Context: an optimization exercise on an open-source flow, tuned for small area and a short achievable clock period. The choices shown serve that exercise and are no tape-out recipe.
In this exercise RTL edits were held to simulation tests only and were not proved equivalent to the original.
Power and IR drop assume default switching activity.

try-indigo:
// i2c_eeprom_slave
module i2c_eeprom_slave #(
    parameter logic [6:0]  DEV_ADDR  = 7'h50
) (
    input  logic       clk,
    input  logic       rst_n,
    input  logic       i2c_scl,
    input  logic       i2c_sda_in,
    output logic       i2c_sda_oe,
    output logic       busy,
    output logic       wr_valid,
    output logic [7:0] wr_addr,
    output logic [7:0] wr_data
);
make LEC_CHECK=0 CAP_MARGIN=20 CORE_MARGIN=2 CORE_UTILIZATION=65 CTS_BUF_LIST='sky130_fd_sc_hd__clkbuf_4 sky130_fd_sc_hd__clkbuf_8' CTS_CLUSTER_SIZE=30 PLACE_DENSITY=0.75 SLEW_MARGIN=20 finish   # period 4.5 ns
run.sh (not shown) runs the stock make flow with config.mk's settings and CLKGATE_MAP_FILE= SYNTH_SCRIPT=/design/flow/synth_recipe.tcl, a recipe that flattens the netlist after the stock synthesis.
In summary, try-indigo completed successfully, with a layout that passed the timing, DRC and antenna checks.
[inputs] try-delta vs try-indigo
- clearing PLACE_DENSITY, which used to be 0.75
- putting SETUP_SLACK_MARGIN at 2.4 where nothing was set
- clearing CTS_BUF_LIST, which used to be sky130_fd_sc_hd__clkbuf_4 sky130_fd_sc_hd__clkbuf_8
- clearing CTS_CLUSTER_SIZE, which used to be 30
- swapping 65 for 40 in CORE_UTILIZATION
Findings:
- The flow did not stop early for try-delta: all stages ran, and the layout cleared the timing, DRC and antenna checks.
- Looking at the reports, try-indigo completed the entire flow and the layout it produced met the timing, DRC and antenna checks.
- Of the two values seen for highest routed metal layer, met4 was produced by try-delta and met5 by try-indigo.
- Summary of try-delta over try-indigo: clock latency on the worst-skew pair fell by 0.12 ns, H-tree depth saw a decrease, routed wire length fell 10,000 µm.
Relative to try-delta, the following input files were edited for try-zinc:
- SETUP_SLACK_MARGIN: 2.4 -> unset
==> comparison <==
On maximum vdd ir drop, try-zinc tracks try-delta almost exactly.
try-zinc vs. try-delta: critical path depth went up by 4.
In the tables for try-zinc and try-delta, final worst-path cycle share reads higher with try-zinc.
Compared to try-delta, try-zinc shows a narrower setup margin.
Via count: lower on try-zinc
try-zinc ended up with a higher data arrival time of the worst path than try-delta did.
Between try-zinc and try-delta, it is try-zinc whose global-route usage is lower, by 0.18 points.
#### Input delta (try-ember over try-zinc)
- setting SETUP_SLACK_MARGIN to 2.6 for the first time
- setting CTS_CLUSTER_DIAMETER to 60 for the first time
- setting CTS_CLUSTER_SIZE to 24 for the first time
- setting CTS_BUF_LIST to sky130_fd_sc_hd__clkbuf_16 for the first time
## What came out
Comparing try-ember against try-zinc, there is no change at all in total I/O pin count. Re post-detailed-route via-to-cell ratio: try-ember is 0.073 up on try-zinc. Ratio of total power to cell area down 15% in try-ember wrt try-zinc. Run comparison: try-ember path class of the lowest-slack min-delay path reg -> reg; try-zinc path class of the lowest-slack min-delay path in -> async. try-zinc and try-ember ended up with nearly the same count of vias placed by the detailed router.
#### Input delta (try-raven over try-ember)
- changing CORE_UTILIZATION from 40 to 70
- removing CTS_CLUSTER_SIZE (formerly 24)
- removing CTS_CLUSTER_DIAMETER (formerly 60)
- setting PLACE_DENSITY to 0.8 for the first time
- removing CTS_BUF_LIST (formerly sky130_fd_sc_hd__clkbuf_16)
Findings:
Looking at uppermost layer routed, the met4 result is from try-ember; the met5 one comes from try-raven.
try-raven against try-ember: count of non-filler cells in the finished layout shows a reduction of 12%, register-to-register slack shows a reduction of 0.14 ns, area enclosed by the die boundary shows a reduction of 52,000 µm².
Going from try-ember to try-raven, data arrival time of the critical path down 0.04 ns, wire length of the first global-routing pass up 48%.
Overall power (higher): try-raven
Looking at try-raven and try-ember, the multi-input gate share of total cell area is a wash.
Detailed route, try-raven vs try-ember: via total higher for try-raven

* * *

Another version of the RTL of i2c_eeprom_slave (not shown whole).
Size in the first run: roughly 2700 cells after synthesis, ~23 I/O pins, about 0.048 sq mm of cells after synthesis.
Settings: LEC_CHECK=0, CAP_MARGIN=20, CORE_MARGIN=2, CORE_UTILIZATION=40, CTS_BUF_LIST=sky130_fd_sc_hd__clkbuf_16, CTS_CLUSTER_DIAMETER=60, CTS_CLUSTER_SIZE=24, SETUP_SLACK_MARGIN=2.3, SLEW_MARGIN=20; clock period 4.5 ns.
standard.sh (not shown) runs the stock make flow with config.mk's settings and CLKGATE_MAP_FILE= SYNTH_SCRIPT=/design/flow/synth_recipe.tcl, a recipe that flattens the netlist after the stock synthesis.
==> flow/flow/run.sh <==
#!/bin/bash
# Standard layout, but CTS without dummy loads (the clock tree is otherwise
# built as the standard flow's settings in config.mk ask).
set -euo pipefail
export CTS_ARGS="-sink_clustering_enable -repair_clock_nets -dont_use_dummy_load -sink_clustering_size 24 -sink_clustering_max_diameter 60 -buf_list sky130_fd_sc_hd__clkbuf_16"
bash standard.sh finish > standard.log 2>&1
Change:
==> flow/run.sh (new file) <==
#!/bin/bash
# synth_recipe.tcl (not shown) runs the flow's synth.tcl, then flattens the netlist and writes it again
# the make line also repeats each setting of config.mk as NAME=value (left out here)
make -C /OpenROAD-flow-scripts/flow DESIGN_CONFIG=/design/flow/config.mk WORK_HOME=/design/flow/orfs CLKGATE_MAP_FILE= SYNTH_SCRIPT=/design/flow/synth_recipe.tcl finish
- CORE_UTILIZATION: 40 -> 65
- CTS_CLUSTER_DIAMETER: 60 -> 70
- CTS_CLUSTER_SIZE: 24 -> 32
- PLACE_DENSITY: default -> 0.72
removed: flow/flow/run.sh
removed: flow/standard.sh
What happened: Global-route usage is higher by 10 points; non-clock buffer count is unchanged; die area is lower by well over a third; via count is higher slightly; setup slack gains 25 ps; power is lower by a few percent; maximum frequency is higher slightly; critical path depth is higher by 5; register-to-register slack stays flat; routed wire length is higher by roughly a tenth; design area is lower by a few percent.
Change:
- CORE_UTILIZATION: 65 -> 40
- PLACE_DENSITY: 0.72 -> default
What happened: The changed run finished with timing, DRC and antenna clean. Utilization fell by 27 points. Wire length fell by roughly a tenth. Global-route usage came out lower by 10 points. Final cell count increases by about a fifth. Worst hold slack gains 150 ps.
Change:
- CTS_CLUSTER_DIAMETER: 70 -> 60
- CTS_CLUSTER_SIZE: 32 -> 24
The changed run went through all stages and came out clean.
Clock skew drops by 6.0 ps.
Routed wire length climbs by 1.1%.
Flip-flop and latch count is unchanged.

* * *

Starting RTL as in the previous note.
==> flow/config.mk <==
export PLATFORM = sky130hd
export DESIGN_NAME = i2c_eeprom_slave
export DESIGN_NICKNAME = i2c_eeprom_slave
export VERILOG_FILES = /design/flow/design.v
export SDC_FILE = /design/flow/constraint.sdc
export NUM_CORES = 4
export LEC_CHECK = 0
export CAP_MARGIN = 20
export CORE_MARGIN = 2
export CORE_UTILIZATION = 40
export CTS_BUF_LIST = sky130_fd_sc_hd__clkbuf_16
export CTS_CLUSTER_DIAMETER = 50
export CTS_CLUSTER_SIZE = 28
export SETUP_SLACK_MARGIN = 2.3
export SLEW_MARGIN = 20
==> flow/constraint.sdc <==
create_clock -name core_clock -period 4.5 [get_ports {clk}]
set_input_delay 0.9000 -clock core_clock [delete_from_list [all_inputs] [get_ports {clk}]]
set_output_delay 0.9000 -clock core_clock [all_outputs]
set_load 0.01 [all_outputs]
run.sh (not shown) runs the stock make flow with config.mk's settings and CLKGATE_MAP_FILE= SYNTH_SCRIPT=/design/flow/synth_recipe.tcl, a recipe that flattens the netlist after the stock synthesis.
Stock flow here: none of the scripts above is used.
Edit:
--- a/flow/config.mk
+++ b/flow/config.mk
@@ -7,0 +8 @@
+export ABC_AREA = 1
@@ -12,3 +13,3 @@
-export CTS_CLUSTER_DIAMETER = 50
-export CTS_CLUSTER_SIZE = 28
-export SETUP_SLACK_MARGIN = 2.3
+export CTS_CLUSTER_DIAMETER = 70
+export CTS_CLUSTER_SIZE = 32
+export SETUP_SLACK_MARGIN = 2.2
What happened: The changed run finished clean; cell area is lower by 3.1%; worst setup slack got worse by 0.13 ns; global-route usage is lower by 0.27 points; via count is higher by 5.0%; sequential power is about the same; sequential cell count is unchanged; clock-buffer cell count is lower by 28.
Edit:
--- a/flow/config.mk
+++ b/flow/config.mk
@@ -8 +7,0 @@
-export ABC_AREA = 1
@@ -13 +12 @@
-export CTS_CLUSTER_DIAMETER = 70
+export CTS_CLUSTER_DIAMETER = 90
@@ -15 +14 @@
-export SETUP_SLACK_MARGIN = 2.2
+export SETUP_SLACK_MARGIN = 2.3
What happened: Core utilization decreases by 0.15 points. Sequential share of layout area climbs by 0.40 points. Count of clock-buffer cells in the layout decreases by 5. Final area decreases by 0.48%.

* * *

Another version of the RTL of i2c_eeprom_slave (not shown whole).
Size: ~2700 cells after synthesis, roughly 2100 flip-flops, roughly 23 I/O pins, ~48000 µm² of cells after synthesis.
==> flow/design.v (excerpt) <==
module i2c_eeprom_slave #(
    parameter logic [6:0]  DEV_ADDR  = 7'h50
) (
    input  logic       clk,
    input  logic       rst_n,
    input  logic       i2c_scl,
    input  logic       i2c_sda_in,
    output logic       i2c_sda_oe,
    output logic       busy,
    output logic       wr_valid,
    output logic [7:0] wr_addr,
    output logic [7:0] wr_data
);
clock: 4.5 ns
lec_check: 0
cap_margin: 5
core_margin: 2
core_utilization: 40
cts_buf_list: sky130_fd_sc_hd__clkbuf_16
cts_cluster_diameter: 90
cts_cluster_size: 32
setup_slack_margin: 2.3
slew_margin: 5
Change:
- CAP_MARGIN: 5 -> 20
- SLEW_MARGIN: 5 -> 20
What happened:
- The new run finished clean
- clock skew stays the same
- power barely changes
- area after synthesis does not change
- flip-flop and latch count does not change
- hold slack loses 120 ps
- sequential power hardly moves
- maximum frequency is unchanged
- non-clock buffer count stays the same
- setup slack stays the same
- final area barely changes
Change:
- CTS_CLUSTER_DIAMETER: 90 -> 70
=>
- The changed run finished with timing, DRC and antenna clean
- total power goes up by 3.7%
- flip-flop and latch count does not change
- area after synthesis stays the same

* * *

v6:
The RTL this note starts from:
==> flow/design.v <==
module i2c_eeprom_slave #(
    parameter logic [6:0]  DEV_ADDR  = 7'h50
) (
    input  logic       clk,
    input  logic       rst_n,
    input  logic       i2c_scl,
    input  logic       i2c_sda_in,
    output logic       i2c_sda_oe,
    output logic       busy,
    output logic       wr_valid,
    output logic [7:0] wr_addr,
    output logic [7:0] wr_data
);
    localparam int S_IDLE      = 0;
    localparam int S_DEV       = 1;
    localparam int S_DEV_ACK   = 2;
    localparam int S_WADDR     = 3;
    localparam int S_WADDR_ACK = 4;
    localparam int S_WDATA     = 5;
    localparam int S_WDATA_ACK = 6;
    localparam int S_RDATA     = 7;
    localparam int S_RACK      = 8;
    localparam int S_WAIT_STOP = 9;
    logic [9:0]    r_st;
    logic [9:0]    w_st_nxt;
    logic [1:0]    r_scl_sync;
    logic [1:0]    r_sda_sync;
    logic          r_rise;
    logic          r_fall;
    logic          r_start;
    logic          r_stop;
    logic [7:0]    r_shift;
    logic [3:0]    r_cnt;
    logic [7:0]    r_ptr;
    logic          r_ack;
    logic          r_sda_oe;
    logic          r_busy;
    logic          r_oe_n;
    logic          r_busy_n;
    logic          r_wr_seen;
    logic          r_wr_valid;
    logic [7:0]    r_wr_addr;
    logic [7:0]    r_wr_data;
    logic          w_sda;
    logic          w_ss;
    logic          w_byte_done;
    logic          w_addr_match;
    logic [7:0]    w_shift_in;
    logic [7:0]    w_ptr_inc;
    logic          w_mem_we;
    logic          w_tx_load;
    logic          w_waddr_load;
    logic          w_in_rx;
    logic          w_oe_nxt;
    logic          w_busy_nxt;
    logic [3:0]    r_rot;
    logic [7:0]    r_pend_addr;
    logic [7:0]    r_pend_data;
    logic [7:0]    r_rd_buf;
    logic [127:0]  r_ring [16];
    logic [7:0]    w_ring_in [16];
    logic [7:0]    w_tap;
    logic          r_pend_ins;
    always_ff @(posedge clk or negedge rst_n) begin
        if (!rst_n) begin
            r_scl_sync <= '1;
            r_sda_sync <= '1;
            r_rise     <= 1'b0;
            r_fall     <= 1'b0;
            r_start    <= 1'b0;
            r_stop     <= 1'b0;
        end else begin
            r_scl_sync <= {r_scl_sync[0], i2c_scl};
            r_sda_sync <= {r_sda_sync[0], i2c_sda_in};
            r_rise     <= r_scl_sync[0] & ~r_scl_sync[1];
            r_fall     <= ~r_scl_sync[0] & r_scl_sync[1];
            r_start    <= r_scl_sync[0] & r_scl_sync[1] & r_sda_sync[1] & ~r_sda_sync[0];
            r_stop     <= r_scl_sync[0] & r_scl_sync[1] & ~r_sda_sync[1] & r_sda_sync[0];
        end
    end
    assign w_sda        = r_sda_sync[1];
    assign w_ss         = r_start | r_stop;
    assign w_byte_done  = (r_cnt == 4'd8);
    assign w_addr_match = (r_shift[7:1] == DEV_ADDR);
    assign w_shift_in   = {r_shift[6:0], w_sda};
    assign w_ptr_inc    = r_ptr + 8'd1;
    assign w_in_rx      = r_st[S_DEV] | r_st[S_WADDR] | r_st[S_WDATA];
    assign w_mem_we     = r_rise & r_st[S_WDATA] & (r_cnt == 4'd7);
    assign w_tx_load    = r_fall & ((r_st[S_DEV_ACK] & r_shift[0]) | (r_st[S_RACK] & ~r_ack));
    assign w_waddr_load = r_fall & r_st[S_WADDR] & w_byte_done;
    always_comb begin
        w_st_nxt = r_st;
        if (r_start) begin
            w_st_nxt = 10'b1 << S_DEV;
        end else if (r_stop) begin
            w_st_nxt = 10'b1 << S_IDLE;
        end else if (r_fall) begin
            w_st_nxt[S_DEV]       = r_st[S_DEV] & ~w_byte_done;
            w_st_nxt[S_DEV_ACK]   = r_st[S_DEV] & w_byte_done & w_addr_match;
            w_st_nxt[S_WAIT_STOP] = r_st[S_WAIT_STOP] | (r_st[S_DEV] & w_byte_done & ~w_addr_match)
                                    | (r_st[S_RACK] & r_ack);
            w_st_nxt[S_WADDR]     = (r_st[S_DEV_ACK] & ~r_shift[0]) | (r_st[S_WADDR] & ~w_byte_done);
            w_st_nxt[S_WADDR_ACK] = r_st[S_WADDR] & w_byte_done;
            w_st_nxt[S_WDATA]     = r_st[S_WADDR_ACK] | r_st[S_WDATA_ACK] | (r_st[S_WDATA] & ~w_byte_done);
            w_st_nxt[S_WDATA_ACK] = r_st[S_WDATA] & w_byte_done;
            w_st_nxt[S_RDATA]     = (r_st[S_DEV_ACK] & r_shift[0]) | (r_st[S_RDATA] & ~w_byte_done)
                                    | (r_st[S_RACK] & ~r_ack);
            w_st_nxt[S_RACK]      = r_st[S_RDATA] & w_byte_done;
        end
    end
    always_comb begin
        w_oe_nxt   = ~r_oe_n;
        w_busy_nxt = ~r_busy_n;
        if (w_ss) begin
            w_oe_nxt = 1'b0;
            if (r_stop) w_busy_nxt = 1'b0;
        end else if (r_fall) begin
            if (w_tx_load)
                w_oe_nxt = ~r_rd_buf[7];
            else
                w_oe_nxt = (w_in_rx & w_byte_done & (w_addr_match | ~r_st[S_DEV]))
                         | (r_st[S_RDATA] & ~w_byte_done & ~r_shift[6]);
            if (r_st[S_DEV] & w_byte_done)
                w_busy_nxt = w_addr_match;
        end
    end
    always_ff @(posedge clk or negedge rst_n) begin
        if (!rst_n) begin
            r_st       <= 10'b1 << S_IDLE;
            r_ptr      <= '0;
            r_sda_oe   <= 1'b0;
            r_busy     <= 1'b0;
            r_oe_n     <= 1'b1;
            r_busy_n   <= 1'b1;
            r_wr_seen  <= 1'b0;
            r_wr_valid <= 1'b0;
            r_wr_addr  <= '0;
            r_wr_data  <= '0;
        end else begin
            r_st       <= w_st_nxt;
            r_sda_oe   <= w_oe_nxt;
            r_busy     <= w_busy_nxt;
            r_oe_n     <= ~w_oe_nxt;
            r_busy_n   <= ~w_busy_nxt;
            if (w_mem_we)
                r_wr_seen <= 1'b1;
            r_wr_valid <= w_mem_we;
            if (w_tx_load || w_mem_we)
                r_ptr <= w_ptr_inc;
            else if (w_waddr_load)
                r_ptr <= r_shift;
            if (w_mem_we) begin
                r_wr_addr <= r_ptr;
                r_wr_data <= w_shift_in;
            end else begin
                r_wr_addr <= r_wr_seen ? r_pend_addr : 8'd0;
                r_wr_data <= r_wr_seen ? r_pend_data : 8'd0;
            end
        end
    end
    always_ff @(posedge clk) begin
        if (w_ss) begin
            r_cnt <= '0;
        end else if (w_tx_load) begin
            r_shift <= r_rd_buf;
            r_cnt   <= '0;
        end else if (w_in_rx) begin
            if (r_rise && !w_byte_done) begin
                r_shift <= w_shift_in;
                r_cnt   <= r_cnt + 4'd1;
            end else if (r_fall && w_byte_done) begin
                r_cnt <= '0;
            end
        end else if (r_st[S_RDATA]) begin
            if (r_rise)
                r_cnt <= r_cnt + 4'd1;
            else if (r_fall && !w_byte_done)
                r_shift <= {r_shift[6:0], 1'b0};
        end
        if (r_st[S_RACK] && r_rise)
            r_ack <= w_sda;
    end
    always_ff @(posedge clk) begin
        r_rot <= r_rot + 4'd1;
    end
    always_ff @(posedge clk) begin
        r_pend_ins <= (r_rot + 4'd1 == (w_mem_we ? r_ptr[3:0] : r_pend_addr[3:0]));
    end
    for (genvar h = 0; h < 16; h++) begin : g_ring
        assign w_ring_in[h] = (r_pend_ins && r_pend_addr[7:4] == 4'(h)) ? r_pend_data : r_ring[h][7:0];
        always_ff @(posedge clk) begin
            r_ring[h] <= {w_ring_in[h], r_ring[h][127:8]};
        end
    end
    always_ff @(posedge clk) begin
        if (w_mem_we) begin
            r_pend_addr <= r_ptr;
            r_pend_data <= w_shift_in;
        end
    end
    assign w_tap = (r_pend_ins && r_pend_addr[7:4] == r_ptr[7:4]) ? r_pend_data
                                                                  : r_ring[r_ptr[7:4]][7:0];
    always_ff @(posedge clk) begin
        if (r_rot == r_ptr[3:0])
            r_rd_buf <= w_tap;
    end
    assign i2c_sda_oe = r_sda_oe;
    assign busy       = r_busy;
    assign wr_valid   = r_wr_valid;
    assign wr_addr    = r_wr_addr;
    assign wr_data    = r_wr_data;
endmodule
Settings: LEC_CHECK=0, CAP_MARGIN=20, CORE_MARGIN=2, CORE_UTILIZATION=40, CTS_BUF_LIST=sky130_fd_sc_hd__clkbuf_16, CTS_CLUSTER_DIAMETER=90, CTS_CLUSTER_SIZE=32, SETUP_SLACK_MARGIN=2.4, SLEW_MARGIN=20; clock period 4.5 ns.
standard.sh (not shown) runs the stock make flow with config.mk's settings and CLKGATE_MAP_FILE= SYNTH_SCRIPT=/design/flow/synth_recipe.tcl, a recipe that flattens the netlist after the stock synthesis.
==> flow/flow/run.sh <==
#!/bin/bash
set -euo pipefail
export PRE_IO_PLACEMENT_TCL="$PWD/flow/io.tcl"
bash standard.sh finish > standard.log 2>&1
==> flow/flow/io.tcl <==
# Keep every signal pin except the clock to the middle of the right edge.
set die [ord::get_die_area]
set h [expr {[lindex $die 3] - [lindex $die 1]}]
set lo [expr {int($h / 2 - 50)}]
set hi [expr {int($h / 2 + 50)}]
set pins {}
foreach p [get_ports *] {
  set n [get_full_name $p]
  if {$n ni {clk VDD VSS}} { lappend pins $n }
}
puts "io.tcl: pins $pins on right:$lo-$hi"
set_io_pin_constraint -pin_names $pins -region right:$lo-$hi
What v7 does differently from v6 at the input level:
# v6
export LEC_CHECK = 0
export CAP_MARGIN = 20
export CORE_MARGIN = 2
export CORE_UTILIZATION = 40
export CTS_BUF_LIST = sky130_fd_sc_hd__clkbuf_16
export CTS_CLUSTER_DIAMETER = 90
export CTS_CLUSTER_SIZE = 32
export SETUP_SLACK_MARGIN = 2.4
export SLEW_MARGIN = 20
create_clock -name core_clock -period 4.5 [get_ports {clk}]
# v7
export LEC_CHECK = 0
export CAP_MARGIN = 20
export CORE_MARGIN = 2
export CORE_UTILIZATION = 40
export CTS_BUF_LIST = sky130_fd_sc_hd__clkbuf_16
export CTS_CLUSTER_DIAMETER = 90
export CTS_CLUSTER_SIZE = 32
export SETUP_SLACK_MARGIN = 2.3
export SLEW_MARGIN = 20
create_clock -name core_clock -period 4.5 [get_ports {clk}]
## What came out
- In the tables for v6 and v7, share of the clock period used by the worst path after layout reads higher with v6.
- Going from v6 to v7, cell total after placement neither gained nor lost much; post-route standard cell area excluding fillers lost 350 µm²; pre-CTS setup slack lost 0.033 ns.
- Going from v6 to v7, first-iteration DRC count lower; routed wire length grew by 0.45%; hold slack +0.018 ns.

port drivers added, routing unchanged:
In the flow no input, the clock included, has a driving cell. The finished layouts below were timed again as built, in two steps. Step 1 (the two cells are an assumption about what drives the block):
set clk [get_ports {clk}]
set_driving_cell -lib_cell sky130_fd_sc_hd__clkbuf_16 $clk
set_driving_cell -lib_cell sky130_fd_sc_hd__buf_2 [delete_from_list [all_inputs] $clk]
Step 2, shift: input delay + t, output delay - t, t = (earliest + latest rising clock arrival at the registers) / 2. This alone moves slack from input paths to output paths. a / b / c = ideal / step 1 / step 2; a / b = the first two.
run	t (ns)	setup slack, ns	worst data-port slew with drivers (ns)
try-indigo	0.915	1.605 / 1.605 / 1.605	0.03
try-delta	0.823	2.161 / 2.098 / 2.404	0.03
try-zinc	0.822	1.539 / 1.539 / 1.539	0.03
try-ember	0.746	2.200 / 2.132 / 2.433	0.03
try-raven	0.810	2.236 / 2.168 / 2.290	0.03
the first run of note 2	0.734	2.281 / 2.211 / 2.314	0.03
the second run of note 2	0.728	2.306 / 2.252 / 2.306	0.04
the third run of note 2	0.748	2.278 / 2.212 / 2.344	0.03
the fourth run of note 2	0.755	2.272 / 2.205 / 2.331	0.03
the first run of note 3	0.762	2.261 / 2.188 / 2.273	0.03
the second run of note 3	0.748	2.128 / 2.056 / 2.338	0.05
the third run of note 3	0.728	2.286 / 2.217 / 2.344	0.03
the first run of note 4	0.731	2.293 / 2.226 / 2.341	0.06
the second run of note 4	0.731	2.293 / 2.226 / 2.341	0.06
the third run of note 4	0.740	2.272 / 2.205 / 2.320	0.07
v6	0.734	2.318 / 2.251 / 2.347	0.03
v7	0.734	2.333 / 2.264 / 2.366	0.04
After both steps every run listed still meets setup and hold.
